This is an optimization exercise on Yosys and OpenROAD, whose aim is small area and a short achievable clock period, not a production implementation.
The RTL was checked by simulation tests, not by an equivalence proof against the original design.
No activity file was given, so power comes from the tool's default toggle rates.

==> flow/design.v <==
package axis_wconv_pkg;
    function automatic integer wconv_depth(input integer nin, input integer nout);
        wconv_depth = nin + nout;
    endfunction
    function automatic integer wconv_cnt_w(input integer nin, input integer nout);
        wconv_cnt_w = $clog2(nin + nout + 1);
    endfunction
    function automatic bit wconv_params_ok(input integer nin, input integer nout);
        wconv_params_ok = (nin >= 1) && (nout >= 1);
    endfunction
endpackage
module wconv_sbuf
#(
    parameter int B    = 16,
    parameter int NIN  = 12,
    parameter int NOUT = 16
) (
    input  logic              aclk,
    input  logic [6:0]        hold,       
    input  logic              pop,        
    input  logic [20:0]       wr,         
    input  logic [NIN*B-1:0]  in_dat,
    output logic [NOUT*B-1:0] head
);
    localparam int GW = 4 * B;      
    logic [7*GW-1:0] grp;
    logic [7*GW-1:0] grp_n;
    logic [GW-1:0] g0, g1, g2, g3, g4, g5, g6;
    logic [GW-1:0] i0, i1, i2;
    logic [GW-1:0] y1, y3, y4;
    assign {g6, g5, g4, g3, g2, g1, g0} = grp;
    assign {i2, i1, i0} = in_dat;
    wconv_aoi3 #(.W(GW)) u_aoi1 (
        .e0 (hold[1]), .d0 (g1), .e1 (pop),   .d1 (g5), .e2 (wr[1*3+0]), .d2 (i0), .y (y1)
    );
    wconv_aoi3 #(.W(GW)) u_aoi3 (
        .e0 (hold[3]), .d0 (g3), .e1 (wr[3*3+0]), .d1 (i0), .e2 (wr[3*3+1]), .d2 (i1), .y (y3)
    );
    wconv_aoi3 #(.W(GW)) u_aoi4 (
        .e0 (hold[4]), .d0 (g4), .e1 (wr[4*3+0]), .d1 (i0), .e2 (wr[4*3+1]), .d2 (i1), .y (y4)
    );
    always_comb begin
        grp_n[0*GW +: GW] = ({GW{hold[0]}} & g0) | ({GW{pop}} & g4) | ({GW{wr[0*3+0]}} & i0);
        grp_n[1*GW +: GW] = ~y1 | ({GW{wr[1*3+1]}} & i1);
        grp_n[2*GW +: GW] = ({GW{hold[2]}} & g2) | ({GW{pop}} & g6) | ({GW{wr[2*3+0]}} & i0)
                          | ({GW{wr[2*3+1]}} & i1) | ({GW{wr[2*3+2]}} & i2);
        grp_n[3*GW +: GW] = ~y3 | ({GW{wr[3*3+2]}} & i2);
        grp_n[4*GW +: GW] = ~y4 | ({GW{wr[4*3+2]}} & i2);
        grp_n[5*GW +: GW] = ({GW{hold[5]}} & g5) | ({GW{wr[5*3+1]}} & i1) | ({GW{wr[5*3+2]}} & i2);
        grp_n[6*GW +: GW] = ({GW{hold[6]}} & g6) | ({GW{wr[6*3+2]}} & i2);
    end
    always_ff @(posedge aclk) begin
        grp <= grp_n;
    end
    assign head = grp[NOUT*B-1:0];
endmodule
module wconv_aoi3
#(
    parameter int W = 64
) (
    input  logic         e0,
    input  logic [W-1:0] d0,
    input  logic         e1,
    input  logic [W-1:0] d1,
    input  logic         e2,
    input  logic [W-1:0] d2,
    output logic [W-1:0] y
);
    assign y = ~(({W{e0}} & d0) | ({W{e1}} & d1) | ({W{e2}} & d2));
endmodule
module axis_wconv_v2
#(
    parameter int B    = 16,
    parameter int NIN  = 12,
    parameter int NOUT = 16
) (
    input  logic              aclk,
    input  logic              areset,
    input  logic              s_axis_tvalid,
    output logic              s_axis_tready,
    input  logic [NIN*B-1:0]  s_axis_tdata,
    input  logic              s_axis_tlast,
    output logic              m_axis_tvalid,
    input  logic              m_axis_tready,
    output logic [NOUT*B-1:0] m_axis_tdata,
    output logic              m_axis_tlast
);
    logic [2:0] cnt_g;       
    logic       flush;
    logic       rdy_r;       
    logic       vld_r;       
    logic       lst_r;       
    logic [4:0] at_r;        
    logic [2:0] cnt_n;
    logic       flush_n;
    logic       rdy_n;
    logic       s_hs;
    logic       m_hs;
    assign s_axis_tready = rdy_r && !areset;
    assign m_axis_tvalid = vld_r && !areset;
    assign m_axis_tlast  = lst_r && !areset;
    assign s_hs = s_axis_tvalid && rdy_r;
    assign m_hs = m_axis_tready && vld_r;
    always_comb begin
        cnt_n   = cnt_g;
        flush_n = flush;
        if (m_hs) begin
            cnt_n = (cnt_g >= 3'd4) ? cnt_g - 3'd4 : 3'd0;
        end
        if (s_hs) begin
            cnt_n = cnt_n + 3'd3;
        end
        if (m_hs && lst_r) begin
            flush_n = 1'b0;
        end else if (s_hs && s_axis_tlast) begin
            flush_n = 1'b1;
        end
        rdy_n = (cnt_n <= 3'd4) && !flush_n;
    end
    always_ff @(posedge aclk) begin
        if (areset) begin
            cnt_g <= 3'd0;
            flush <= 1'b0;
            rdy_r <= 1'b1;
            vld_r <= 1'b0;
            lst_r <= 1'b0;
            at_r  <= 5'b00001;
        end else begin
            cnt_g <= cnt_n;
            flush <= flush_n;
            rdy_r <= rdy_n;
            vld_r <= (cnt_n >= 3'd4) || (flush_n && (cnt_n != 3'd0));
            lst_r <= flush_n && (cnt_n <= 3'd4);
            for (int k = 0; k < 5; k++) begin
                at_r[k] <= rdy_n && (cnt_n == 3'(k));
            end
        end
    end
    logic        pop;
    logic [6:0]  hold;
    logic [20:0] wr;            
    logic [4:0]  at_le;         
    assign pop = m_axis_tready && vld_r;
    always_comb begin
        at_le[0] = at_r[0];
        for (int g = 1; g < 5; g++) begin
            at_le[g] = at_le[g-1] || at_r[g];
        end
        for (int g = 0; g < 7; g++) begin
            for (int k = 0; k < 3; k++) begin
                if (g - k < 0) begin
                    wr[g*3+k] = 1'b0;
                end else if (g - k == 0) begin
                    wr[g*3+k] = s_axis_tvalid && (at_r[0] || (m_axis_tready && at_r[4]));
                end else if (g - k < 4) begin
                    wr[g*3+k] = s_axis_tvalid && at_r[g-k];
                end else if (g - k == 4) begin
                    wr[g*3+k] = s_axis_tvalid && at_r[4] && !m_axis_tready;
                end else begin
                    wr[g*3+k] = 1'b0;
                end
            end
            hold[g] = !(pop || (s_axis_tvalid && at_le[(g < 4) ? g : 4]));
        end
    end
    wconv_sbuf #(
        .B    (B),
        .NIN  (NIN),
        .NOUT (NOUT)
    ) u_sbuf (
        .aclk    (aclk),
        .hold    (hold),
        .pop     (pop),
        .wr      (wr),
        .in_dat  (s_axis_tdata),
        .head    (m_axis_tdata)
    );
endmodule
==> flow/config.mk <==
export PLATFORM = sky130hd
export DESIGN_NAME = axis_wconv_v2
export DESIGN_NICKNAME = axis_wconv_v2
export VERILOG_FILES = /design/flow/design.v
export SDC_FILE = /design/flow/constraint.sdc
export NUM_CORES = 4
export LEC_CHECK = 0
export CAP_MARGIN = 20
export CORE_MARGIN = 2
export CORE_UTILIZATION = 40
export CTS_BUF_LIST = sky130_fd_sc_hd__clkbuf_16
export CTS_CLUSTER_DIAMETER = 60
export CTS_CLUSTER_SIZE = 24
export SETUP_SLACK_MARGIN = 3.7
export SLEW_MARGIN = 20
export SYNTH_HIERARCHICAL = 1
==> flow/constraint.sdc <==
create_clock -name core_clock -period 7.0 [get_ports {aclk}]
set_input_delay 1.4000 -clock core_clock [delete_from_list [all_inputs] [get_ports {aclk}]]
set_output_delay 1.4000 -clock core_clock [all_outputs]
set_load 0.01 [all_outputs]
standard.sh (not shown) runs the stock make flow with config.mk's settings and CLKGATE_MAP_FILE= SYNTH_SCRIPT=/design/flow/synth_recipe.tcl, a recipe that flattens the netlist after the stock synthesis.
==> flow/flow/run.sh <==
#!/bin/bash
# Standard layout, with the port buffers made from the smallest buffer cell instead of the
# cell buffer_ports picks by default (a slow delay cell).
set -euo pipefail
export BUFFER_PORTS_ARGS="-buffer_cell sky130_fd_sc_hd__buf_1"
bash standard.sh > make_finish.log 2>&1
The starting point ran to the end with no violations.
Edit:
CTS_CLUSTER_DIAMETER = 90   (was 60)
CTS_CLUSTER_SIZE = 30   (was 24)
SETUP_SLACK_MARGIN = 3.85   (was 3.7)
Design area shrinks by a few percent.
Core utilization shrinks by 1.3 points.
Synthesized area does not change.
Sequential power barely changes.
Sequential cell count is unchanged.
Routed wire length is about the same.
Setup slack improved by 0.10 ns.
Clock skew shrinks by 0.0041 ns.

## separate check: timing with driven ports
How much do the figures lean on ideal ports? The routed layouts below were timed once more, with nothing changed but the port constraints.
Step 1, drivers: a clkbuf_16 drives aclk and a buf_2 each remaining input, both assumed.
Step 2 adds t to the input delays and takes it off the output delays; t is the mean of the earliest and latest rising clock arrival at the registers after step 1. Input paths then give back, and output paths get back, about the clock's delay inside the block.
Three values: ideal, step 1, step 2; two values: the first two.
run	t (ns)	setup slack, ns	worst setup path at the end	worst slew at a driven data input, ns	cell pins on the clock port's net
the first run	0.623	3.754 / 3.735 / 3.306	input to register	0.08	1
the second run	0.631	3.856 / 3.818 / 3.328	input to register	0.08	1
After both steps setup and hold are still met in every run listed. The setup slack of the second run, which loses most, moves by -0.038 ns with the drivers and by -0.528 ns with both steps.
